What follows belongs to an exercise in optimizing a design on an open flow for small area, a short achievable clock period and few clock cycles per item; a production flow would make more cautious choices. Function was checked by simulation only, so behaviour that the tests miss may differ from the original.

File: flow/config.mk
export PLATFORM = sky130hd
export DESIGN_NAME = pulse_shape_fir
export DESIGN_NICKNAME = pulse_shape_fir
export VERILOG_FILES = /design/flow/design.v
export SDC_FILE = /design/flow/constraint.sdc
export NUM_CORES = 4
export LEC_CHECK = 0
export CAP_MARGIN = 20
export CORE_MARGIN = 2
export CORE_UTILIZATION = 55
export PLACE_DENSITY = 0.68
export SLEW_MARGIN = 20
export SYNTH_HIERARCHICAL = 1
File: flow/constraint.sdc
create_clock -name core_clock -period 12.5 [get_ports {clk}]
set_input_delay 2.5000 -clock core_clock [delete_from_list [all_inputs] [get_ports {clk}]]
set_output_delay 2.5000 -clock core_clock [all_outputs]
set_load 0.01 [all_outputs]
File: flow/design.v
package fir_pkg;
    localparam int NTAPS = 65;
    localparam int DW    = 16;
    localparam int FRAC  = 13;
    localparam int ACCW  = 38;    
    localparam int CAW   = 7;
    localparam int NLANE = 12;    
endpackage
module fir_sample_line
#(
    parameter int DW    = fir_pkg::DW,
    parameter int DEPTH = 64
) (
    input  logic                clk,
    input  logic                ins,
    input  logic                zero_fb,
    input  logic [DW-1:0]       wr_dat,
    output logic [DEPTH*DW-1:0] taps
);
    logic [DW-1:0] mem_q [DEPTH];
    always_ff @(posedge clk) begin
        if (ins) begin
            mem_q[0] <= wr_dat;
        end else begin
            mem_q[0] <= mem_q[DEPTH-1] & {DW{~zero_fb}};
        end
    end
    for (genvar i = 1; i < DEPTH; i++) begin : g_sh
        always_ff @(posedge clk) begin
            mem_q[i] <= mem_q[i-1];
        end
    end
    for (genvar i = 0; i < DEPTH; i++) begin : g_tap
        assign taps[i*DW +: DW] = mem_q[i];
    end
endmodule
module fir_lane (
    input  logic              clk,
    input  logic [15:0]       x,
    input  logic [7:0]        one_d,
    input  logic [7:0]        two_d,
    input  logic [7:0]        neg_d,
    input  logic              clr,
    output logic [37:0]       acc_s,
    output logic [37:0]       acc_c
);
    logic [7:0] one, two, neg;    
    logic [37:0] sa, ca;
    logic [37:0] s_d, c_d;
    logic [16:0] xe, xe1;
    logic [16:0] pp0;
    logic [16:0] pp1;
    logic [16:0] pp2;
    logic [16:0] pp3;
    logic [16:0] pp4;
    logic [16:0] pp5;
    logic [16:0] pp6;
    logic [16:0] pp7;
    logic w0, w1, w2, w3, w4, w5, w6, w7, w8, w9, w10, w11, w12, w13, w14, w15, w16, w17, w18, w19, w20, w21, w22, w23, w24, w25, w26, w27, w28, w29, w30, w31, w32, w33, w34, w35, w36, w37, w38, w39, w40, w41, w42, w43, w44, w45, w46, w47, w48, w49, w50, w51, w52, w53, w54, w55, w56, w57, w58, w59, w60, w61, w62, w63, w64, w65, w66, w67, w68, w69, w70, w71, w72, w73, w74, w75, w76, w77, w78, w79, w80, w81, w82, w83, w84, w85, w86, w87, w88, w89, w90, w91, w92, w93, w94, w95, w96, w97, w98, w99, w100, w101, w102, w103, w104, w105, w106, w107, w108, w109, w110, w111, w112, w113, w114, w115, w116, w117, w118, w119, w120, w121, w122, w123, w124, w125, w126, w127, w128, w129, w130, w131, w132, w133, w134, w135, w136, w137, w138, w139, w140, w141, w142, w143, w144, w145, w146, w147, w148, w149, w150, w151, w152, w153, w154, w155, w156, w157, w158, w159, w160, w161, w162, w163, w164, w165, w166, w167, w168, w169, w170, w171, w172, w173, w174, w175, w176, w177, w178, w179, w180, w181, w182, w183, w184, w185, w186, w187, w188, w189, w190, w191, w192, w193, w194, w195, w196, w197, w198, w199, w200, w201, w202, w203, w204, w205, w206, w207, w208, w209, w210, w211, w212, w213, w214, w215, w216, w217, w218, w219, w220, w221, w222, w223, w224, w225, w226, w227, w228, w229, w230, w231, w232, w233, w234, w235, w236, w237, w238, w239, w240, w241, w242, w243, w244, w245, w246, w247, w248, w249, w250, w251, w252, w253, w254, w255, w256, w257, w258, w259, w260, w261, w262, w263, w264, w265, w266, w267, w268, w269, w270, w271, w272, w273, w274, w275, w276, w277, w278, w279, w280, w281, w282, w283, w284, w285, w286, w287, w288, w289, w290, w291, w292, w293, w294, w295, w296, w297, w298, w299, w300, w301, w302, w303, w304, w305, w306, w307, w308, w309, w310, w311, w312, w313, w314, w315, w316, w317, w318, w319, w320, w321, w322, w323, w324, w325, w326, w327, w328, w329, w330, w331, w332, w333, w334, w335, w336, w337, w338, w339, w340, w341, w342, w343, w344, w345, w346, w347;
    assign sa  = acc_s & {38{~clr}};
    assign ca  = acc_c & {38{~clr}};
    assign xe  = {x[15], x};
    assign xe1 = {x, 1'b0};
    assign pp0[15:0] = ({16{one[0]}} & xe[15:0] | {16{two[0]}} & xe1[15:0]) ^ {16{neg[0]}};
    assign pp0[16]   = ~((one[0] & xe[16] | two[0] & xe1[16]) ^ neg[0]);
    assign pp1[15:0] = ({16{one[1]}} & xe[15:0] | {16{two[1]}} & xe1[15:0]) ^ {16{neg[1]}};
    assign pp1[16]   = ~((one[1] & xe[16] | two[1] & xe1[16]) ^ neg[1]);
    assign pp2[15:0] = ({16{one[2]}} & xe[15:0] | {16{two[2]}} & xe1[15:0]) ^ {16{neg[2]}};
    assign pp2[16]   = ~((one[2] & xe[16] | two[2] & xe1[16]) ^ neg[2]);
    assign pp3[15:0] = ({16{one[3]}} & xe[15:0] | {16{two[3]}} & xe1[15:0]) ^ {16{neg[3]}};
    assign pp3[16]   = ~((one[3] & xe[16] | two[3] & xe1[16]) ^ neg[3]);
    assign pp4[15:0] = ({16{one[4]}} & xe[15:0] | {16{two[4]}} & xe1[15:0]) ^ {16{neg[4]}};
    assign pp4[16]   = ~((one[4] & xe[16] | two[4] & xe1[16]) ^ neg[4]);
    assign pp5[15:0] = ({16{one[5]}} & xe[15:0] | {16{two[5]}} & xe1[15:0]) ^ {16{neg[5]}};
    assign pp5[16]   = ~((one[5] & xe[16] | two[5] & xe1[16]) ^ neg[5]);
    assign pp6[15:0] = ({16{one[6]}} & xe[15:0] | {16{two[6]}} & xe1[15:0]) ^ {16{neg[6]}};
    assign pp6[16]   = ~((one[6] & xe[16] | two[6] & xe1[16]) ^ neg[6]);
    assign pp7[15:0] = ({16{one[7]}} & xe[15:0] | {16{two[7]}} & xe1[15:0]) ^ {16{neg[7]}};
    assign pp7[16]   = ~((one[7] & xe[16] | two[7] & xe1[16]) ^ neg[7]);
    assign w0 = sa[12] ^ ca[12];
    assign w1 = sa[12] & ca[12];
    assign w2 = sa[13] ^ ca[13];
    assign w3 = sa[13] & ca[13];
    assign w5 = (sa[14] & ca[14]) | (sa[14] & neg[7]) | (ca[14] & neg[7]);
    assign w4 = (~w5 & (sa[14] | ca[14] | neg[7])) | (sa[14] & ca[14] & neg[7]);
    assign w6 = pp0[14] ^ pp1[12];
    assign w7 = pp0[14] & pp1[12];
    assign w9 = (sa[15] & ca[15]) | (sa[15] & pp0[15]) | (ca[15] & pp0[15]);
    assign w8 = (~w9 & (sa[15] | ca[15] | pp0[15])) | (sa[15] & ca[15] & pp0[15]);
    assign w10 = pp1[13] ^ pp2[11];
    assign w11 = pp1[13] & pp2[11];
    assign w13 = (sa[16] & ca[16]) | (sa[16] & pp0[16]) | (ca[16] & pp0[16]);
    assign w12 = (~w13 & (sa[16] | ca[16] | pp0[16])) | (sa[16] & ca[16] & pp0[16]);
    assign w14 = pp1[14] ^ pp2[12];
    assign w15 = pp1[14] & pp2[12];
    assign w17 = (sa[17] & ca[17]) | (sa[17] & pp1[15]) | (ca[17] & pp1[15]);
    assign w16 = (~w17 & (sa[17] | ca[17] | pp1[15])) | (sa[17] & ca[17] & pp1[15]);
    assign w18 = sa[18] ^ ca[18];
    assign w19 = sa[18] & ca[18];
    assign w20 = sa[6] ^ ca[6];
    assign w21 = sa[6] & ca[6];
    assign w22 = sa[7] ^ ca[7];
    assign w23 = sa[7] & ca[7];
    assign w25 = (sa[8] & ca[8]) | (sa[8] & neg[4]) | (ca[8] & neg[4]);
    assign w24 = (~w25 & (sa[8] | ca[8] | neg[4])) | (sa[8] & ca[8] & neg[4]);
    assign w26 = pp0[8] ^ pp1[6];
    assign w27 = pp0[8] & pp1[6];
    assign w29 = (sa[9] & ca[9]) | (sa[9] & pp0[9]) | (ca[9] & pp0[9]);
    assign w28 = (~w29 & (sa[9] | ca[9] | pp0[9])) | (sa[9] & ca[9] & pp0[9]);
    assign w30 = pp1[7] ^ pp2[5];
    assign w31 = pp1[7] & pp2[5];
    assign w33 = (sa[10] & ca[10]) | (sa[10] & neg[5]) | (ca[10] & neg[5]);
    assign w32 = (~w33 & (sa[10] | ca[10] | neg[5])) | (sa[10] & ca[10] & neg[5]);
    assign w35 = (pp0[10] & pp1[8]) | (pp0[10] & pp2[6]) | (pp1[8] & pp2[6]);
    assign w34 = (~w35 & (pp0[10] | pp1[8] | pp2[6])) | (pp0[10] & pp1[8] & pp2[6]);
    assign w36 = pp3[4] ^ pp4[2];
    assign w37 = pp3[4] & pp4[2];
    assign w39 = (sa[11] & ca[11]) | (sa[11] & pp0[11]) | (ca[11] & pp0[11]);
    assign w38 = (~w39 & (sa[11] | ca[11] | pp0[11])) | (sa[11] & ca[11] & pp0[11]);
    assign w41 = (pp1[9] & pp2[7]) | (pp1[9] & pp3[5]) | (pp2[7] & pp3[5]);
    assign w40 = (~w41 & (pp1[9] | pp2[7] | pp3[5])) | (pp1[9] & pp2[7] & pp3[5]);
    assign w42 = pp4[3] ^ pp5[1];
    assign w43 = pp4[3] & pp5[1];
    assign w45 = (neg[6] & w0) | (neg[6] & pp0[12]) | (w0 & pp0[12]);
    assign w44 = (~w45 & (neg[6] | w0 | pp0[12])) | (neg[6] & w0 & pp0[12]);
    assign w47 = (pp1[10] & pp2[8]) | (pp1[10] & pp3[6]) | (pp2[8] & pp3[6]);
    assign w46 = (~w47 & (pp1[10] | pp2[8] | pp3[6])) | (pp1[10] & pp2[8] & pp3[6]);
    assign w49 = (pp4[4] & pp5[2]) | (pp4[4] & pp6[0]) | (pp5[2] & pp6[0]);
    assign w48 = (~w49 & (pp4[4] | pp5[2] | pp6[0])) | (pp4[4] & pp5[2] & pp6[0]);
    assign w51 = (w1 & w2) | (w1 & pp0[13]) | (w2 & pp0[13]);
    assign w50 = (~w51 & (w1 | w2 | pp0[13])) | (w1 & w2 & pp0[13]);
    assign w53 = (pp1[11] & pp2[9]) | (pp1[11] & pp3[7]) | (pp2[9] & pp3[7]);
    assign w52 = (~w53 & (pp1[11] | pp2[9] | pp3[7])) | (pp1[11] & pp2[9] & pp3[7]);
    assign w55 = (pp4[5] & pp5[3]) | (pp4[5] & pp6[1]) | (pp5[3] & pp6[1]);
    assign w54 = (~w55 & (pp4[5] | pp5[3] | pp6[1])) | (pp4[5] & pp5[3] & pp6[1]);
    assign w57 = (w3 & pp2[10]) | (w3 & pp3[8]) | (pp2[10] & pp3[8]);
    assign w56 = (~w57 & (w3 | pp2[10] | pp3[8])) | (w3 & pp2[10] & pp3[8]);
    assign w59 = (pp4[6] & pp5[4]) | (pp4[6] & pp6[2]) | (pp5[4] & pp6[2]);
    assign w58 = (~w59 & (pp4[6] | pp5[4] | pp6[2])) | (pp4[6] & pp5[4] & pp6[2]);
    assign w61 = (pp7[0] & w4) | (pp7[0] & w6) | (w4 & w6);
    assign w60 = (~w61 & (pp7[0] | w4 | w6)) | (pp7[0] & w4 & w6);
    assign w63 = (pp3[9] & pp4[7]) | (pp3[9] & pp5[5]) | (pp4[7] & pp5[5]);
    assign w62 = (~w63 & (pp3[9] | pp4[7] | pp5[5])) | (pp3[9] & pp4[7] & pp5[5]);
    assign w65 = (pp6[3] & pp7[1]) | (pp6[3] & w5) | (pp7[1] & w5);
    assign w64 = (~w65 & (pp6[3] | pp7[1] | w5)) | (pp6[3] & pp7[1] & w5);
    assign w67 = (w7 & w10) | (w7 & w8) | (w10 & w8);
    assign w66 = (~w67 & (w7 | w10 | w8)) | (w7 & w10 & w8);
    assign w69 = (pp3[10] & pp4[8]) | (pp3[10] & pp5[6]) | (pp4[8] & pp5[6]);
    assign w68 = (~w69 & (pp3[10] | pp4[8] | pp5[6])) | (pp3[10] & pp4[8] & pp5[6]);
    assign w71 = (pp6[4] & pp7[2]) | (pp6[4] & w11) | (pp7[2] & w11);
    assign w70 = (~w71 & (pp6[4] | pp7[2] | w11)) | (pp6[4] & pp7[2] & w11);
    assign w73 = (w14 & w9) | (w14 & w12) | (w9 & w12);
    assign w72 = (~w73 & (w14 | w9 | w12)) | (w14 & w9 & w12);
    assign w75 = (pp2[13] & pp3[11]) | (pp2[13] & pp4[9]) | (pp3[11] & pp4[9]);
    assign w74 = (~w75 & (pp2[13] | pp3[11] | pp4[9])) | (pp2[13] & pp3[11] & pp4[9]);
    assign w77 = (pp5[7] & pp6[5]) | (pp5[7] & pp7[3]) | (pp6[5] & pp7[3]);
    assign w76 = (~w77 & (pp5[7] | pp6[5] | pp7[3])) | (pp5[7] & pp6[5] & pp7[3]);
    assign w79 = (w15 & w13) | (w15 & w16) | (w13 & w16);
    assign w78 = (~w79 & (w15 | w13 | w16)) | (w15 & w13 & w16);
    assign w81 = (w18 & pp1[16]) | (w18 & pp2[14]) | (pp1[16] & pp2[14]);
    assign w80 = (~w81 & (w18 | pp1[16] | pp2[14])) | (w18 & pp1[16] & pp2[14]);
    assign w83 = (pp3[12] & pp4[10]) | (pp3[12] & pp5[8]) | (pp4[10] & pp5[8]);
    assign w82 = (~w83 & (pp3[12] | pp4[10] | pp5[8])) | (pp3[12] & pp4[10] & pp5[8]);
    assign w85 = (pp6[6] & pp7[4]) | (pp6[6] & w17) | (pp7[4] & w17);
    assign w84 = (~w85 & (pp6[6] | pp7[4] | w17)) | (pp6[6] & pp7[4] & w17);
    assign w87 = (sa[19] & ca[19]) | (sa[19] & w19) | (ca[19] & w19);
    assign w86 = (~w87 & (sa[19] | ca[19] | w19)) | (sa[19] & ca[19] & w19);
    assign w89 = (pp2[15] & pp3[13]) | (pp2[15] & pp4[11]) | (pp3[13] & pp4[11]);
    assign w88 = (~w89 & (pp2[15] | pp3[13] | pp4[11])) | (pp2[15] & pp3[13] & pp4[11]);
    assign w91 = (pp5[9] & pp6[7]) | (pp5[9] & pp7[5]) | (pp6[7] & pp7[5]);
    assign w90 = (~w91 & (pp5[9] | pp6[7] | pp7[5])) | (pp5[9] & pp6[7] & pp7[5]);
    assign w93 = (sa[20] & ca[20]) | (sa[20] & pp2[16]) | (ca[20] & pp2[16]);
    assign w92 = (~w93 & (sa[20] | ca[20] | pp2[16])) | (sa[20] & ca[20] & pp2[16]);
    assign w95 = (pp3[14] & pp4[12]) | (pp3[14] & pp5[10]) | (pp4[12] & pp5[10]);
    assign w94 = (~w95 & (pp3[14] | pp4[12] | pp5[10])) | (pp3[14] & pp4[12] & pp5[10]);
    assign w96 = pp6[8] ^ pp7[6];
    assign w97 = pp6[8] & pp7[6];
    assign w99 = (sa[21] & ca[21]) | (sa[21] & pp3[15]) | (ca[21] & pp3[15]);
    assign w98 = (~w99 & (sa[21] | ca[21] | pp3[15])) | (sa[21] & ca[21] & pp3[15]);
    assign w101 = (pp4[13] & pp5[11]) | (pp4[13] & pp6[9]) | (pp5[11] & pp6[9]);
    assign w100 = (~w101 & (pp4[13] | pp5[11] | pp6[9])) | (pp4[13] & pp5[11] & pp6[9]);
    assign w103 = (sa[22] & ca[22]) | (sa[22] & pp3[16]) | (ca[22] & pp3[16]);
    assign w102 = (~w103 & (sa[22] | ca[22] | pp3[16])) | (sa[22] & ca[22] & pp3[16]);
    assign w104 = pp4[14] ^ pp5[12];
    assign w105 = pp4[14] & pp5[12];
    assign w107 = (sa[23] & ca[23]) | (sa[23] & pp4[15]) | (ca[23] & pp4[15]);
    assign w106 = (~w107 & (sa[23] | ca[23] | pp4[15])) | (sa[23] & ca[23] & pp4[15]);
    assign w108 = sa[24] ^ ca[24];
    assign w109 = sa[24] & ca[24];
    assign w110 = sa[2] ^ ca[2];
    assign w111 = sa[2] & ca[2];
    assign w112 = sa[3] ^ ca[3];
    assign w113 = sa[3] & ca[3];
    assign w115 = (sa[4] & ca[4]) | (sa[4] & neg[2]) | (ca[4] & neg[2]);
    assign w114 = (~w115 & (sa[4] | ca[4] | neg[2])) | (sa[4] & ca[4] & neg[2]);
    assign w116 = pp0[4] ^ pp1[2];
    assign w117 = pp0[4] & pp1[2];
    assign w119 = (sa[5] & ca[5]) | (sa[5] & pp0[5]) | (ca[5] & pp0[5]);
    assign w118 = (~w119 & (sa[5] | ca[5] | pp0[5])) | (sa[5] & ca[5] & pp0[5]);
    assign w120 = pp1[3] ^ pp2[1];
    assign w121 = pp1[3] & pp2[1];
    assign w123 = (neg[3] & w20) | (neg[3] & pp0[6]) | (w20 & pp0[6]);
    assign w122 = (~w123 & (neg[3] | w20 | pp0[6])) | (neg[3] & w20 & pp0[6]);
    assign w125 = (pp1[4] & pp2[2]) | (pp1[4] & pp3[0]) | (pp2[2] & pp3[0]);
    assign w124 = (~w125 & (pp1[4] | pp2[2] | pp3[0])) | (pp1[4] & pp2[2] & pp3[0]);
    assign w127 = (w21 & w22) | (w21 & pp0[7]) | (w22 & pp0[7]);
    assign w126 = (~w127 & (w21 | w22 | pp0[7])) | (w21 & w22 & pp0[7]);
    assign w129 = (pp1[5] & pp2[3]) | (pp1[5] & pp3[1]) | (pp2[3] & pp3[1]);
    assign w128 = (~w129 & (pp1[5] | pp2[3] | pp3[1])) | (pp1[5] & pp2[3] & pp3[1]);
    assign w131 = (w23 & pp2[4]) | (w23 & pp3[2]) | (pp2[4] & pp3[2]);
    assign w130 = (~w131 & (w23 | pp2[4] | pp3[2])) | (w23 & pp2[4] & pp3[2]);
    assign w133 = (pp4[0] & w24) | (pp4[0] & w26) | (w24 & w26);
    assign w132 = (~w133 & (pp4[0] | w24 | w26)) | (pp4[0] & w24 & w26);
    assign w135 = (pp3[3] & pp4[1]) | (pp3[3] & w25) | (pp4[1] & w25);
    assign w134 = (~w135 & (pp3[3] | pp4[1] | w25)) | (pp3[3] & pp4[1] & w25);
    assign w137 = (w27 & w30) | (w27 & w28) | (w30 & w28);
    assign w136 = (~w137 & (w27 | w30 | w28)) | (w27 & w30 & w28);
    assign w139 = (pp5[0] & w32) | (pp5[0] & w31) | (w32 & w31);
    assign w138 = (~w139 & (pp5[0] | w32 | w31)) | (pp5[0] & w32 & w31);
    assign w141 = (w36 & w29) | (w36 & w34) | (w29 & w34);
    assign w140 = (~w141 & (w36 | w29 | w34)) | (w36 & w29 & w34);
    assign w143 = (w33 & w37) | (w33 & w42) | (w37 & w42);
    assign w142 = (~w143 & (w33 | w37 | w42)) | (w33 & w37 & w42);
    assign w145 = (w35 & w38) | (w35 & w40) | (w38 & w40);
    assign w144 = (~w145 & (w35 | w38 | w40)) | (w35 & w38 & w40);
    assign w147 = (w43 & w39) | (w43 & w41) | (w39 & w41);
    assign w146 = (~w147 & (w43 | w39 | w41)) | (w43 & w39 & w41);
    assign w149 = (w44 & w46) | (w44 & w48) | (w46 & w48);
    assign w148 = (~w149 & (w44 | w46 | w48)) | (w44 & w46 & w48);
    assign w151 = (w45 & w47) | (w45 & w49) | (w47 & w49);
    assign w150 = (~w151 & (w45 | w47 | w49)) | (w45 & w47 & w49);
    assign w153 = (w50 & w52) | (w50 & w54) | (w52 & w54);
    assign w152 = (~w153 & (w50 | w52 | w54)) | (w50 & w52 & w54);
    assign w155 = (w51 & w53) | (w51 & w55) | (w53 & w55);
    assign w154 = (~w155 & (w51 | w53 | w55)) | (w51 & w53 & w55);
    assign w157 = (w56 & w58) | (w56 & w60) | (w58 & w60);
    assign w156 = (~w157 & (w56 | w58 | w60)) | (w56 & w58 & w60);
    assign w159 = (w57 & w59) | (w57 & w62) | (w59 & w62);
    assign w158 = (~w159 & (w57 | w59 | w62)) | (w57 & w59 & w62);
    assign w161 = (w64 & w61) | (w64 & w66) | (w61 & w66);
    assign w160 = (~w161 & (w64 | w61 | w66)) | (w64 & w61 & w66);
    assign w163 = (w63 & w65) | (w63 & w68) | (w65 & w68);
    assign w162 = (~w163 & (w63 | w65 | w68)) | (w63 & w65 & w68);
    assign w165 = (w70 & w67) | (w70 & w72) | (w67 & w72);
    assign w164 = (~w165 & (w70 | w67 | w72)) | (w70 & w67 & w72);
    assign w167 = (w69 & w74) | (w69 & w76) | (w74 & w76);
    assign w166 = (~w167 & (w69 | w74 | w76)) | (w69 & w74 & w76);
    assign w169 = (w71 & w73) | (w71 & w78) | (w73 & w78);
    assign w168 = (~w169 & (w71 | w73 | w78)) | (w71 & w73 & w78);
    assign w171 = (w75 & w77) | (w75 & w80) | (w77 & w80);
    assign w170 = (~w171 & (w75 | w77 | w80)) | (w75 & w77 & w80);
    assign w173 = (w82 & w79) | (w82 & w84) | (w79 & w84);
    assign w172 = (~w173 & (w82 | w79 | w84)) | (w82 & w79 & w84);
    assign w175 = (w86 & w81) | (w86 & w83) | (w81 & w83);
    assign w174 = (~w175 & (w86 | w81 | w83)) | (w86 & w81 & w83);
    assign w177 = (w88 & w90) | (w88 & w85) | (w90 & w85);
    assign w176 = (~w177 & (w88 | w90 | w85)) | (w88 & w90 & w85);
    assign w179 = (w87 & w96) | (w87 & w89) | (w96 & w89);
    assign w178 = (~w179 & (w87 | w96 | w89)) | (w87 & w96 & w89);
    assign w181 = (w91 & w92) | (w91 & w94) | (w92 & w94);
    assign w180 = (~w181 & (w91 | w92 | w94)) | (w91 & w92 & w94);
    assign w183 = (pp7[7] & w97) | (pp7[7] & w93) | (w97 & w93);
    assign w182 = (~w183 & (pp7[7] | w97 | w93)) | (pp7[7] & w97 & w93);
    assign w185 = (w95 & w98) | (w95 & w100) | (w98 & w100);
    assign w184 = (~w185 & (w95 | w98 | w100)) | (w95 & w98 & w100);
    assign w187 = (pp6[10] & pp7[8]) | (pp6[10] & w104) | (pp7[8] & w104);
    assign w186 = (~w187 & (pp6[10] | pp7[8] | w104)) | (pp6[10] & pp7[8] & w104);
    assign w189 = (w99 & w101) | (w99 & w102) | (w101 & w102);
    assign w188 = (~w189 & (w99 | w101 | w102)) | (w99 & w101 & w102);
    assign w191 = (pp5[13] & pp6[11]) | (pp5[13] & pp7[9]) | (pp6[11] & pp7[9]);
    assign w190 = (~w191 & (pp5[13] | pp6[11] | pp7[9])) | (pp5[13] & pp6[11] & pp7[9]);
    assign w193 = (w105 & w103) | (w105 & w106) | (w103 & w106);
    assign w192 = (~w193 & (w105 | w103 | w106)) | (w105 & w103 & w106);
    assign w195 = (w108 & pp4[16]) | (w108 & pp5[14]) | (pp4[16] & pp5[14]);
    assign w194 = (~w195 & (w108 | pp4[16] | pp5[14])) | (w108 & pp4[16] & pp5[14]);
    assign w197 = (pp6[12] & pp7[10]) | (pp6[12] & w107) | (pp7[10] & w107);
    assign w196 = (~w197 & (pp6[12] | pp7[10] | w107)) | (pp6[12] & pp7[10] & w107);
    assign w199 = (sa[25] & ca[25]) | (sa[25] & w109) | (ca[25] & w109);
    assign w198 = (~w199 & (sa[25] | ca[25] | w109)) | (sa[25] & ca[25] & w109);
    assign w201 = (pp5[15] & pp6[13]) | (pp5[15] & pp7[11]) | (pp6[13] & pp7[11]);
    assign w200 = (~w201 & (pp5[15] | pp6[13] | pp7[11])) | (pp5[15] & pp6[13] & pp7[11]);
    assign w203 = (sa[26] & ca[26]) | (sa[26] & pp5[16]) | (ca[26] & pp5[16]);
    assign w202 = (~w203 & (sa[26] | ca[26] | pp5[16])) | (sa[26] & ca[26] & pp5[16]);
    assign w204 = pp6[14] ^ pp7[12];
    assign w205 = pp6[14] & pp7[12];
    assign w207 = (sa[27] & ca[27]) | (sa[27] & pp6[15]) | (ca[27] & pp6[15]);
    assign w206 = (~w207 & (sa[27] | ca[27] | pp6[15])) | (sa[27] & ca[27] & pp6[15]);
    assign w208 = sa[28] ^ ca[28];
    assign w209 = sa[28] & ca[28];
    assign w210 = sa[0] ^ ca[0];
    assign w211 = sa[0] & ca[0];
    assign w212 = sa[1] ^ ca[1];
    assign w213 = sa[1] & ca[1];
    assign w215 = (neg[1] & w110) | (neg[1] & pp0[2]) | (w110 & pp0[2]);
    assign w214 = (~w215 & (neg[1] | w110 | pp0[2])) | (neg[1] & w110 & pp0[2]);
    assign w217 = (w111 & w112) | (w111 & pp0[3]) | (w112 & pp0[3]);
    assign w216 = (~w217 & (w111 | w112 | pp0[3])) | (w111 & w112 & pp0[3]);
    assign w219 = (w113 & pp2[0]) | (w113 & w114) | (pp2[0] & w114);
    assign w218 = (~w219 & (w113 | pp2[0] | w114)) | (w113 & pp2[0] & w114);
    assign w221 = (w115 & w117) | (w115 & w120) | (w117 & w120);
    assign w220 = (~w221 & (w115 | w117 | w120)) | (w115 & w117 & w120);
    assign w223 = (w121 & w119) | (w121 & w122) | (w119 & w122);
    assign w222 = (~w223 & (w121 | w119 | w122)) | (w121 & w119 & w122);
    assign w225 = (w123 & w125) | (w123 & w126) | (w125 & w126);
    assign w224 = (~w225 & (w123 | w125 | w126)) | (w123 & w125 & w126);
    assign w227 = (w127 & w129) | (w127 & w130) | (w129 & w130);
    assign w226 = (~w227 & (w127 | w129 | w130)) | (w127 & w129 & w130);
    assign w229 = (w131 & w134) | (w131 & w133) | (w134 & w133);
    assign w228 = (~w229 & (w131 | w134 | w133)) | (w131 & w134 & w133);
    assign w231 = (w135 & w138) | (w135 & w137) | (w138 & w137);
    assign w230 = (~w231 & (w135 | w138 | w137)) | (w135 & w138 & w137);
    assign w233 = (w139 & w142) | (w139 & w141) | (w142 & w141);
    assign w232 = (~w233 & (w139 | w142 | w141)) | (w139 & w142 & w141);
    assign w235 = (w143 & w145) | (w143 & w146) | (w145 & w146);
    assign w234 = (~w235 & (w143 | w145 | w146)) | (w143 & w145 & w146);
    assign w237 = (w147 & w149) | (w147 & w150) | (w149 & w150);
    assign w236 = (~w237 & (w147 | w149 | w150)) | (w147 & w149 & w150);
    assign w239 = (w151 & w153) | (w151 & w154) | (w153 & w154);
    assign w238 = (~w239 & (w151 | w153 | w154)) | (w151 & w153 & w154);
    assign w241 = (w155 & w158) | (w155 & w157) | (w158 & w157);
    assign w240 = (~w241 & (w155 | w158 | w157)) | (w155 & w158 & w157);
    assign w243 = (w159 & w162) | (w159 & w161) | (w162 & w161);
    assign w242 = (~w243 & (w159 | w162 | w161)) | (w159 & w162 & w161);
    assign w245 = (w163 & w166) | (w163 & w165) | (w166 & w165);
    assign w244 = (~w245 & (w163 | w166 | w165)) | (w163 & w166 & w165);
    assign w247 = (w167 & w170) | (w167 & w172) | (w170 & w172);
    assign w246 = (~w247 & (w167 | w170 | w172)) | (w167 & w170 & w172);
    assign w249 = (w171 & w174) | (w171 & w173) | (w174 & w173);
    assign w248 = (~w249 & (w171 | w174 | w173)) | (w171 & w174 & w173);
    assign w251 = (w175 & w178) | (w175 & w180) | (w178 & w180);
    assign w250 = (~w251 & (w175 | w178 | w180)) | (w175 & w178 & w180);
    assign w253 = (w179 & w181) | (w179 & w182) | (w181 & w182);
    assign w252 = (~w253 & (w179 | w181 | w182)) | (w179 & w181 & w182);
    assign w255 = (w183 & w186) | (w183 & w185) | (w186 & w185);
    assign w254 = (~w255 & (w183 | w186 | w185)) | (w183 & w186 & w185);
    assign w257 = (w190 & w187) | (w190 & w189) | (w187 & w189);
    assign w256 = (~w257 & (w190 | w187 | w189)) | (w190 & w187 & w189);
    assign w259 = (w191 & w194) | (w191 & w193) | (w194 & w193);
    assign w258 = (~w259 & (w191 | w194 | w193)) | (w191 & w194 & w193);
    assign w261 = (w198 & w195) | (w198 & w200) | (w195 & w200);
    assign w260 = (~w261 & (w198 | w195 | w200)) | (w198 & w195 & w200);
    assign w263 = (w199 & w204) | (w199 & w201) | (w204 & w201);
    assign w262 = (~w263 & (w199 | w204 | w201)) | (w199 & w204 & w201);
    assign w265 = (pp7[13] & w205) | (pp7[13] & w203) | (w205 & w203);
    assign w264 = (~w265 & (pp7[13] | w205 | w203)) | (pp7[13] & w205 & w203);
    assign w267 = (w208 & pp6[16]) | (w208 & pp7[14]) | (pp6[16] & pp7[14]);
    assign w266 = (~w267 & (w208 | pp6[16] | pp7[14])) | (w208 & pp6[16] & pp7[14]);
    assign w269 = (sa[29] & ca[29]) | (sa[29] & w209) | (ca[29] & w209);
    assign w268 = (~w269 & (sa[29] | ca[29] | w209)) | (sa[29] & ca[29] & w209);
    assign w270 = sa[30] ^ ca[30];
    assign w271 = sa[30] & ca[30];
    assign w272 = neg[0] ^ w210;
    assign w273 = neg[0] & w210;
    assign w275 = (w211 & w212) | (w211 & pp0[1]) | (w212 & pp0[1]);
    assign w274 = (~w275 & (w211 | w212 | pp0[1])) | (w211 & w212 & pp0[1]);
    assign w277 = (w213 & pp1[0]) | (w213 & w214) | (pp1[0] & w214);
    assign w276 = (~w277 & (w213 | pp1[0] | w214)) | (w213 & pp1[0] & w214);
    assign w279 = (pp1[1] & w215) | (pp1[1] & w216) | (w215 & w216);
    assign w278 = (~w279 & (pp1[1] | w215 | w216)) | (pp1[1] & w215 & w216);
    assign w281 = (w116 & w217) | (w116 & w218) | (w217 & w218);
    assign w280 = (~w281 & (w116 | w217 | w218)) | (w116 & w217 & w218);
    assign w283 = (w118 & w219) | (w118 & w220) | (w219 & w220);
    assign w282 = (~w283 & (w118 | w219 | w220)) | (w118 & w219 & w220);
    assign w285 = (w124 & w221) | (w124 & w222) | (w221 & w222);
    assign w284 = (~w285 & (w124 | w221 | w222)) | (w124 & w221 & w222);
    assign w287 = (w128 & w223) | (w128 & w224) | (w223 & w224);
    assign w286 = (~w287 & (w128 | w223 | w224)) | (w128 & w223 & w224);
    assign w289 = (w132 & w225) | (w132 & w226) | (w225 & w226);
    assign w288 = (~w289 & (w132 | w225 | w226)) | (w132 & w225 & w226);
    assign w291 = (w227 & w136) | (w227 & w228) | (w136 & w228);
    assign w290 = (~w291 & (w227 | w136 | w228)) | (w227 & w136 & w228);
    assign w293 = (w140 & w229) | (w140 & w230) | (w229 & w230);
    assign w292 = (~w293 & (w140 | w229 | w230)) | (w140 & w229 & w230);
    assign w295 = (w144 & w231) | (w144 & w232) | (w231 & w232);
    assign w294 = (~w295 & (w144 | w231 | w232)) | (w144 & w231 & w232);
    assign w297 = (w148 & w233) | (w148 & w234) | (w233 & w234);
    assign w296 = (~w297 & (w148 | w233 | w234)) | (w148 & w233 & w234);
    assign w299 = (w152 & w235) | (w152 & w236) | (w235 & w236);
    assign w298 = (~w299 & (w152 | w235 | w236)) | (w152 & w235 & w236);
    assign w301 = (w237 & w156) | (w237 & w238) | (w156 & w238);
    assign w300 = (~w301 & (w237 | w156 | w238)) | (w237 & w156 & w238);
    assign w303 = (w239 & w160) | (w239 & w240) | (w160 & w240);
    assign w302 = (~w303 & (w239 | w160 | w240)) | (w239 & w160 & w240);
    assign w305 = (w164 & w241) | (w164 & w242) | (w241 & w242);
    assign w304 = (~w305 & (w164 | w241 | w242)) | (w164 & w241 & w242);
    assign w307 = (w168 & w243) | (w168 & w244) | (w243 & w244);
    assign w306 = (~w307 & (w168 | w243 | w244)) | (w168 & w243 & w244);
    assign w309 = (w169 & w245) | (w169 & w246) | (w245 & w246);
    assign w308 = (~w309 & (w169 | w245 | w246)) | (w169 & w245 & w246);
    assign w311 = (w176 & w248) | (w176 & w247) | (w248 & w247);
    assign w310 = (~w311 & (w176 | w248 | w247)) | (w176 & w248 & w247);
    assign w313 = (w177 & w250) | (w177 & w249) | (w250 & w249);
    assign w312 = (~w313 & (w177 | w250 | w249)) | (w177 & w250 & w249);
    assign w315 = (w184 & w252) | (w184 & w251) | (w252 & w251);
    assign w314 = (~w315 & (w184 | w252 | w251)) | (w184 & w252 & w251);
    assign w317 = (w188 & w253) | (w188 & w254) | (w253 & w254);
    assign w316 = (~w317 & (w188 | w253 | w254)) | (w188 & w253 & w254);
    assign w319 = (w192 & w255) | (w192 & w256) | (w255 & w256);
    assign w318 = (~w319 & (w192 | w255 | w256)) | (w192 & w255 & w256);
    assign w321 = (w196 & w257) | (w196 & w258) | (w257 & w258);
    assign w320 = (~w321 & (w196 | w257 | w258)) | (w196 & w257 & w258);
    assign w323 = (w197 & w260) | (w197 & w259) | (w260 & w259);
    assign w322 = (~w323 & (w197 | w260 | w259)) | (w197 & w260 & w259);
    assign w325 = (w202 & w261) | (w202 & w262) | (w261 & w262);
    assign w324 = (~w325 & (w202 | w261 | w262)) | (w202 & w261 & w262);
    assign w327 = (w206 & w263) | (w206 & w264) | (w263 & w264);
    assign w326 = (~w327 & (w206 | w263 | w264)) | (w206 & w263 & w264);
    assign w329 = (w207 & w266) | (w207 & w265) | (w266 & w265);
    assign w328 = (~w329 & (w207 | w266 | w265)) | (w207 & w266 & w265);
    assign w331 = (pp7[15] & w268) | (pp7[15] & w267) | (w268 & w267);
    assign w330 = (~w331 & (pp7[15] | w268 | w267)) | (pp7[15] & w268 & w267);
    assign w333 = (w270 & pp7[16]) | (w270 & w269) | (pp7[16] & w269);
    assign w332 = (~w333 & (w270 | pp7[16] | w269)) | (w270 & pp7[16] & w269);
    assign w335 = (sa[31] & ca[31]) | (sa[31] & w271) | (ca[31] & w271);
    assign w334 = (~w335 & (sa[31] | ca[31] | w271)) | (sa[31] & ca[31] & w271);
    assign w336 = sa[32] ^ ca[32];
    assign w337 = sa[32] & ca[32];
    assign w338 = sa[33] ^ ca[33];
    assign w339 = sa[33] & ca[33];
    assign w340 = sa[34] ^ ca[34];
    assign w341 = sa[34] & ca[34];
    assign w342 = sa[35] ^ ca[35];
    assign w343 = sa[35] & ca[35];
    assign w344 = sa[36] ^ ca[36];
    assign w345 = sa[36] & ca[36];
    assign w346 = sa[37] ^ ca[37];
    assign w347 = sa[37] & ca[37];
    assign s_d[0] = w272;
    assign c_d[0] = pp0[0];
    assign s_d[1] = w274;
    assign c_d[1] = w273;
    assign s_d[2] = w276;
    assign c_d[2] = w275;
    assign s_d[3] = w278;
    assign c_d[3] = w277;
    assign s_d[4] = w280;
    assign c_d[4] = w279;
    assign s_d[5] = w282;
    assign c_d[5] = w281;
    assign s_d[6] = w284;
    assign c_d[6] = w283;
    assign s_d[7] = w286;
    assign c_d[7] = w285;
    assign s_d[8] = w288;
    assign c_d[8] = w287;
    assign s_d[9] = w290;
    assign c_d[9] = w289;
    assign s_d[10] = w292;
    assign c_d[10] = w291;
    assign s_d[11] = w294;
    assign c_d[11] = w293;
    assign s_d[12] = w296;
    assign c_d[12] = w295;
    assign s_d[13] = w298;
    assign c_d[13] = w297;
    assign s_d[14] = w300;
    assign c_d[14] = w299;
    assign s_d[15] = w302;
    assign c_d[15] = w301;
    assign s_d[16] = w304;
    assign c_d[16] = w303;
    assign s_d[17] = w306;
    assign c_d[17] = w305;
    assign s_d[18] = w308;
    assign c_d[18] = w307;
    assign s_d[19] = w310;
    assign c_d[19] = w309;
    assign s_d[20] = w312;
    assign c_d[20] = w311;
    assign s_d[21] = w314;
    assign c_d[21] = w313;
    assign s_d[22] = w316;
    assign c_d[22] = w315;
    assign s_d[23] = w318;
    assign c_d[23] = w317;
    assign s_d[24] = w320;
    assign c_d[24] = w319;
    assign s_d[25] = w322;
    assign c_d[25] = w321;
    assign s_d[26] = w324;
    assign c_d[26] = w323;
    assign s_d[27] = w326;
    assign c_d[27] = w325;
    assign s_d[28] = w328;
    assign c_d[28] = w327;
    assign s_d[29] = w330;
    assign c_d[29] = w329;
    assign s_d[30] = w332;
    assign c_d[30] = w331;
    assign s_d[31] = w334;
    assign c_d[31] = w333;
    assign s_d[32] = w336;
    assign c_d[32] = w335;
    assign s_d[33] = w338;
    assign c_d[33] = w337;
    assign s_d[34] = w340;
    assign c_d[34] = w339;
    assign s_d[35] = w342;
    assign c_d[35] = w341;
    assign s_d[36] = w344;
    assign c_d[36] = w343;
    assign s_d[37] = w346;
    assign c_d[37] = w345;
    always_ff @(posedge clk) begin
        one   <= one_d;
        two   <= two_d;
        neg   <= neg_d;
        acc_s <= s_d;
        acc_c <= c_d;
    end
endmodule
import fir_pkg::*;
module pulse_shape_fir #(
    parameter int NTAPS = fir_pkg::NTAPS,
    parameter int DW    = fir_pkg::DW,
    parameter int ACCW  = fir_pkg::ACCW
) (
    input  logic                    clk,
    input  logic                    reset_n,
    input  logic [DW-1:0]           sample_in,
    input  logic                    sample_valid,
    output logic                    ready,
    output logic [fir_pkg::CAW-1:0] coef_addr,
    input  logic [DW-1:0]           coef_in,
    output logic [DW-1:0]           y_out,
    output logic                    y_valid,
    output logic                    sample_drop
);
    localparam int M  = fir_pkg::NLANE;
    localparam int KH = 22;                         
    localparam logic [KH-1:0] KBIAS = 22'h3faaab;    
    logic [5:0]       r_q, r_d;        
    logic [6:0]       k_q, k_d;        
    logic             win_q, win_d;    
    logic             open_q, open_d;  
    logic             ready_q, ready_d;
    logic             fw_q, fw_d;      
    logic [6:0]       n_q, n_d;        
    logic [5:0]       m_q, m_d;        
    logic             drop_q;
    logic             boot_q;          
    logic             slot_q, slot_d;  
    logic             stv_q, stv_d;    
    logic [DW-1:0]    stg_q;
    logic             acc, ins, start, zero_fb;
    logic [6:0]       rn;
    logic [DW-1:0]    ring_in;
    assign acc     = ready_q & sample_valid;
    assign ins     = slot_q & (stv_q | sample_valid);
    assign ring_in = stv_q ? stg_q : sample_in;
    assign rn      = {1'b0, r_q} + n_q;
    assign zero_fb = ~rn[6];
    always_comb begin
        r_d    = ins ? 6'd0 : r_q + 6'd1;
        start  = ~ins & (r_q == 6'(M - 1));
        k_d    = k_q;
        win_d  = win_q;
        open_d = open_q;
        fw_d   = fw_q;
        m_d    = m_q;
        n_d    = n_q;
        if (ins) begin
            m_d = m_q + 6'd1;
            if (!n_q[6]) n_d = n_q + 7'd1;
        end
        if (slot_q & ~ins) open_d = 1'b0;
        if (win_q) begin
            if (k_q == 7'd0) win_d = 1'b0;
            else             k_d   = k_q - 7'd1;
        end
        if (boot_q) begin
            r_d    = 6'd0;
            k_d    = 7'(M);
            win_d  = 1'b1;
            open_d = 1'b1;
            m_d    = 6'd0;
            fw_d   = 1'b1;
        end else if (start) begin
            k_d    = 7'd64;
            win_d  = 1'b1;
            open_d = 1'b1;
            m_d    = 6'd0;
            fw_d   = (n_q == 7'd0);
        end
        slot_d  = win_d & open_d & (k_d != 7'd0) & (k_d <= 7'(M));
        stv_d   = ins ? (stv_q & acc) : (stv_q | acc);
        ready_d = ~stv_d | slot_d;
    end
    always_ff @(posedge clk or negedge reset_n) begin
        if (!reset_n) begin
            boot_q  <= 1'b1;
            r_q     <= '0;
            k_q     <= '0;
            win_q   <= 1'b0;
            open_q  <= 1'b0;
            slot_q  <= 1'b0;
            stv_q   <= 1'b0;
            ready_q <= 1'b0;
            fw_q    <= 1'b1;
            n_q     <= '0;
            m_q     <= '0;
            drop_q  <= 1'b0;
        end else begin
            boot_q  <= 1'b0;
            r_q     <= r_d;
            k_q     <= k_d;
            win_q   <= win_d;
            open_q  <= open_d;
            slot_q  <= slot_d;
            stv_q   <= stv_d;
            ready_q <= ready_d;
            fw_q    <= fw_d;
            n_q     <= n_d;
            m_q     <= m_d;
            drop_q  <= sample_valid & ~ready_q;
        end
    end
    always_ff @(posedge clk) begin
        if (acc & ~(ins & ~stv_q)) stg_q <= sample_in;
    end
    assign ready       = ready_q;
    assign coef_addr   = k_q;
    assign sample_drop = drop_q;
    logic [64*DW-1:0] taps;
    fir_sample_line #(.DW(DW), .DEPTH(64)) u_line (
        .clk     (clk),
        .ins     (ins),
        .zero_fb (zero_fb),
        .wr_dat  (ring_in),
        .taps    (taps)
    );
    logic [DW-1:0] coef_q;
    logic [6:0]    k1_q;
    logic          w1_q, fw1_q;
    logic [M-1:0]  clr_q;
    logic [7:0]    one_d, two_d, neg_d;
    logic [M-1:0]  clr_d;
    logic [16:0]   cx;
    assign cx = {coef_q, 1'b0};
    always_comb begin
        for (int i = 0; i < 8; i++) begin
            one_d[i] = w1_q & (cx[2*i+1] ^ cx[2*i]);
            two_d[i] = w1_q & ((cx[2*i+2] & ~cx[2*i+1] & ~cx[2*i]) | (~cx[2*i+2] & cx[2*i+1] & cx[2*i]));
            neg_d[i] = w1_q & cx[2*i+2] & ~(cx[2*i+1] & cx[2*i]);
        end
        for (int j = 0; j < M; j++) begin
            clr_d[j] = w1_q & ((k1_q == 7'd64) | (fw1_q & (k1_q == 7'(j))));
        end
    end
    always_ff @(posedge clk or negedge reset_n) begin
        if (!reset_n) begin
            w1_q <= 1'b0;
        end else begin
            w1_q <= win_q;
        end
    end
    always_ff @(posedge clk) begin
        coef_q <= coef_in;
        k1_q   <= k_q;
        fw1_q  <= fw_q;
        clr_q  <= clr_d;
    end
    logic [ACCW-1:0] acc_s [M];
    logic [ACCW-1:0] acc_c [M];
    for (genvar j = 0; j < M; j++) begin : g_lane
        fir_lane u_lane (
            .clk   (clk),
            .x     (taps[(M+1-j)*DW +: DW]),
            .one_d (one_d),
            .two_d (two_d),
            .neg_d (neg_d),
            .clr   (clr_q[j]),
            .acc_s (acc_s[j]),
            .acc_c (acc_c[j])
        );
    end
    logic          p1_q, p2_q;
    logic [M-1:0]  rsel_q;
    logic [5:0]    mrd_q;
    logic          fwr_q;
    logic [M-1:0]  rvm;
    logic          rv_q;
    logic [ACCW-1:0] rs_q, rc_q, rs_d, rc_d;
    logic [KH-1:0] cn_q, cn_d;
    logic [ACCW-1:0] cst, tot;
    logic [ACCW-1:0] t_s, t_c;
    logic [ACCW-FRAC-1:0] rnd;
    logic [DW-1:0] y_q, y_d;
    logic          yv_q;
    logic          rv2_q;
    logic [ACCW-FRAC-1:0] rnd_q;
    always_comb begin
        rs_d = '0;
        rc_d = '0;
        for (int j = 0; j < M; j++) begin
            rs_d = rs_d | (acc_s[j] & {ACCW{rsel_q[j]}});
            rc_d = rc_d | (acc_c[j] & {ACCW{rsel_q[j]}});
            rvm[j] = rsel_q[j] & (6'(j) < mrd_q);
        end
        if (rsel_q[0]) cn_d = fwr_q ? KBIAS : KH'(KBIAS * 65);
        else           cn_d = cn_q + (fwr_q ? KH'(KBIAS * 2) : KBIAS);
    end
    always_ff @(posedge clk or negedge reset_n) begin
        if (!reset_n) begin
            p1_q   <= 1'b0;
            p2_q   <= 1'b0;
            rsel_q <= '0;
            rv_q   <= 1'b0;
            rv2_q  <= 1'b0;
            yv_q   <= 1'b0;
            y_q    <= '0;
        end else begin
            p1_q   <= win_q & (k_q == 7'd0);
            p2_q   <= p1_q;
            rsel_q <= {rsel_q[M-2:0], p2_q};
            rv_q   <= |rvm;
            rv2_q  <= rv_q;
            yv_q   <= rv2_q;
            if (rv2_q) y_q <= y_d;
        end
    end
    always_ff @(posedge clk) begin
        if (win_q & (k_q == 7'd0)) begin
            mrd_q <= m_q;
            fwr_q <= fw_q;
        end
        rs_q <= rs_d;
        rc_q <= rc_d;
        cn_q <= cn_d;
        rnd_q <= tot[ACCW-1:FRAC];
    end
    assign cst = {cn_q, 16'h1000};
    assign t_s = rs_q ^ rc_q ^ cst;
    assign t_c = {(rs_q[ACCW-2:0] & rc_q[ACCW-2:0]) | (rs_q[ACCW-2:0] & cst[ACCW-2:0]) | (rc_q[ACCW-2:0] & cst[ACCW-2:0]), 1'b0};
    assign tot = t_s + t_c;
    assign rnd = rnd_q;
    always_comb begin
        if (!rnd[ACCW-FRAC-1] && (|rnd[ACCW-FRAC-2:DW-1]))      y_d = {1'b0, {(DW-1){1'b1}}};
        else if (rnd[ACCW-FRAC-1] && !(&rnd[ACCW-FRAC-2:DW-1])) y_d = {1'b1, {(DW-1){1'b0}}};
        else                                                    y_d = rnd[DW-1:0];
    end
    assign y_out   = y_q;
    assign y_valid = yv_q;
endmodule
File: flow/flow/run.sh
#!/bin/bash
set -uo pipefail
source flow/knobs.sh
sed 's/yosys synth -nofsm -noshare/yosys synth -nofsm -noshare -noabc/' synth_recipe.tcl > my_synth.tcl
bash standard.sh SYNTH_SCRIPT=$PWD/my_synth.tcl SETUP_SLACK_MARGIN=$REPAIR_MARGIN_NS TNS_END_PERCENT=$TNS_PCT \
  MATCH_CELL_FOOTPRINT=0 MAX_REPAIR_ANTENNAS_ITER_DRT=$ANT_ITERS MAX_REPAIR_ANTENNAS_ITER_GRT=$ANT_ITERS "BUFFER_PORTS_ARGS=-buffer_cell $PORT_BUF" finish > flow_make.log 2>&1
rc=$?
tail -30 flow_make.log
exit $rc
File: flow/flow/knobs.sh
REPAIR_MARGIN_NS=8.5
TNS_PCT=30
PORT_BUF=sky130_fd_sc_hd__buf_4
ANT_ITERS=15
File: flow/standard.sh
#!/bin/bash
# synth_recipe.tcl (not shown) runs the flow's synth.tcl, then flattens the netlist and writes it again
# the make line also repeats each setting of config.mk as NAME=value (left out here)
make -C /OpenROAD-flow-scripts/flow DESIGN_CONFIG=/design/flow/config.mk WORK_HOME=/design/flow/orfs CLKGATE_MAP_FILE= SYNTH_SCRIPT=/design/flow/synth_recipe.tcl "${@:-finish}"
==> results.yml <==
timing:
  timing.final.crit_share_pct: 32.6
  whs_ps: 285
  clock.fmax_mhz: 246
  setup_viol: 0
  rsz0062_at_grt: "yes"
  finalSetupTns_ps: 0
  period_needed_ps: 4070
  finalHoldViolCount: 0
  skew_ps: 76.1
  worst_slew_pin_slew_ps: 1370
  relSlewSlack_pct: 8.81
  slew_violations: 0
placed_design:
  port_buffers: 60
  dpl_cell_area_sq_um: 138000
  hpwl_um: 384000
  gp_congestion: 1.10
clocking:
  clock_latency_ps: 890
  clkTransAtPathRegs_ps: 60
  cts_tree: "built"
  cts.htree.levels: 5
  clock-sinks: 2474
  clock-root-buffer: "clkbuf_16"
  cts_hold_buf: 0
  cts_buffers: 275
  clockBufferDepth: 4
cells_and_area:
  stdcell_area_sq_um: 148000
  fin_util_pct: 58.4
  nets: 12800
  drive_gt1_share_pct: 11.1
  synthToLayoutAreaGrowth_pct: 5.69
drt:
  vias_per_cell: 6.38
  drt_pre_antenna_iters: 7
  vias: 90800
  drt_first_iter_violations: 11400
  drc_errors: 0
  post_drt_wl_per_cell_um: 36.4
  wl_um: 518000
  ant_nets: 0
synthesis:
  synth.area.top_cells: "dfxtp_1 34%, fa_1 25%, xnor2_1 9.8%"
  synth_xor_area_share_pct: 10.6
  synth_top_area_share_pct: 34.0
  synth_top_family_by_area: "adder cells"
  syn_inst: 11100
  ys_warn_count: 12
  syn_nets: 13300
  yosysTopAreaCell: "dfxtp_1"
  avgSynthCellArea_sq_um: 12.7
  synthAdderAreaFrac_pct: 28.8
  synth_simple_gate_area_share_pct: 5.60
  synth_area_sq_um: 140000
  synth_cell_type_count: 82
  synthMuxAreaShare_pct: 0.144
  synth_flop_cell: "dfxtp_1"
  ys_seq_area_share_pct: 35.7
  ys_ff_latch: 2474
  async_reset_ff_share_pct: 2.75
  synth-compound-area-share_pct: 13.1
  synth_edf_count: 23
critical_path:
  arrival_ps: 1570
  cp_num_buf_inv: 1
  end_kind: "output pin"
  r2r-end: "g_lane[1].u_lane.acc_s[17]"
  critical-path-top-delay-family: "flip-flops"
  slowest_delay_ps: 500
  reg2reg_from: "u_line.mem_q[12][15]"
  path_max_fanout: 8
  rrSetupSlack_ps: 8500
  slowest_stage: "dfrtp_1"
  crit_chain: "buf_4"
  crit_start: "k_q[5]"
  timing_worst_setup_path_type: "flip-flop to output pin"
  ff2ff_path_depth: 7
  required_ps: 10000
  startpoint_type: "flip-flop"
hold_path:
  whs_path_depth: 0
  hold_start: "u_line.mem_q[49][2]"
  min_to: "u_line.mem_q[50][2]"
  hold_class: "flip-flop to flip-flop"
run_status:
  outcome: "timing/DRC/antenna clean"
floorplanning:
  die_y_um: 509
  start_util_pct: 55.3
  core_area_sq_um: 254000
  die_area_sq_um: 259000
  fp-row-count: 185
  io_pins: 61
  die_width_um: 509
flow_run:
  maxCapViolCount: 0
grt:
  grt_overflow: 0
  grt_pass1_vias: 93100
  grt_max_degree: 76
  antenna_found_initial: 99
  grt_use_total_pct: 39.9
  grt_pass1_wl_um: 723000
-- synth_stat cells (all sizes together) (3+ instances only) --
master / instances
mux2: 17
o22ai: 15
o21ai: 150
edfxtp: 23
xor2: 121
a31oi: 4
a211o: 3
nand4: 10
o21bai: 6
a22oi: 1441
o31a: 6
a221oi: 229
nor4: 5
nor3: 22
or3: 5
o21a: 11
nor2b: 899
a21o: 11
nand2: 185
a21boi: 17
o211ai: 6
buf: 873
ha: 445
nand2b: 25
or4: 4
fa: 1737
clkbuf: 202
xnor2: 1576
and2: 18
a22o: 228
a211oi: 8
dfrtp: 66
nand3: 93
nor2: 91
or2: 11
o31ai: 4
inv: 46
a21oi: 37
and3: 6
dfxtp: 2383
-- routing by layer --
metal  wire (um)  vias up  GRT usage [%]
met5         255        -              0
met4       40700       38           25.8
met3       65600     1379           14.7
met2      217000     5906           57.1
met1      195000    46800           50.8
li1            -    36700              -
-- state kept, by name, indices dropped and copies added, names as in the netlist, 16 cells and up --
register and count:
u_line.mem_q 1024, g_lane.u_lane.one 96, rnd_q 25, rs_q 38
y_q 16, rc_q 38, cn_q 22, g_lane.u_lane.acc_s 456
stg_q 16, g_lane.u_lane.two 96, g_lane.u_lane.neg 96, coef_q 16
g_lane.u_lane.acc_c 456
-- logic make-up after synthesis --
family,count (synthesis)
AND/OR/NAND/NOR,1382
buffers and inverters,1121
other,1
multiplexers,18
AO/OA/AOI/OAI,2193
flip-flops,2474
XOR/XNOR,1697
adder cells (fa/ha/maj),2182
-- worst register-to-register path, stage by stage (launching register included) --
cell     delay [ps]
dfxtp_1         910
o21ai_0         280
xor2_1          380
fa_1            520
fa_1            490
fa_1            400
fa_1            530
fa_1            400
-- per-module statistics from Yosys (local to each module, per instance), a selection --
| module | area [sq um] | times used |
|---|---|---|
| fir_lane | 8670 | 12 |
| pulse_shape_fir | 15300 | 1 |
-- cells in the final DEF (no fill, tap or decap), types with 281 or more instances in the layout --
cell       instances
ha_1             445
a22oi_1         1093
a22oi_2          348
buf_4            282
dfxtp_1         2354
clkbuf_16        281
nor2b_1          898
xnor2_1         1575
fa_1            1737
-- layout make-up --
class	count	area (sq um)
multi-input cells	7473	81800
repair buffers	293	2260
clock buffers	366	7670
flip-flops and latches	2474	50200
diodes	102	255
well taps	3366	4210
inverters	46	173
clock inverters	120	1630
fillers	20500	106000
-- metrics by stage --
step           cells  worst slack [ps]
5_1_grt        14200              8370
3_3_place_gp   13600              7960
4_1_cts        14100              8340
2_1_floorplan  11100              8570
6_report       14200              8430
3_5_place_dp   13600              7960
-- worst max path at each step --
| stage | end | slack [ps] | cells past startpoint |
|---|---|---|---|
| finish | coef_addr[5] | 8430 | 1 |
| global placement | ready_q | 7960 | 10 |
| floorplan | ready_q | 8570 | 10 |
| global route | coef_addr[5] | 8370 | 1 |
| detailed placement | ready_q | 7960 | 9 |
| CTS | coef_addr[3] | 8340 | 1 |
-- repair_timing --
| item | CTS | global route |
|---|---|---|
| setup endpoints to repair | 55 | 71 |
| gates resized for setup | 5 | 9 |
| buffers inserted | 0 | 5 |
| pin swaps | 0 | 0 |
| cloned | 0 | 0 |
Testbench counts, summed over its fixed seeds: cycles 5,720, items 960.

## static timing again, ports no longer ideal
In the flow no input, the clock included, has a driving cell. The finished layout below was timed again as built, in two steps. Step 1 sets driving cells, clkbuf_16 on the clock port and buf_2 on the other inputs (assumed; they add their load-dependent delay and slew). Step 2 times the ports against the registers' clock, not the clock port: input delays grow and output delays shrink by t, the midpoint of the rising clock arrivals with the driver on. Three values: ideal ports, drivers, drivers and shift; two values: the first two.
t (ns): 0.963
setup WS [ns]: 8.429 / 8.322 / 7.903
worst setup path at the end: input to register
latest minus earliest clock arrival (ns): 0.082 / 0.083
cell pins on the clock port's net: 1
After both steps setup and hold are still met in this run. For this run, drivers alone change the setup slack by -0.107 ns; drivers and shift together by -0.526 ns.
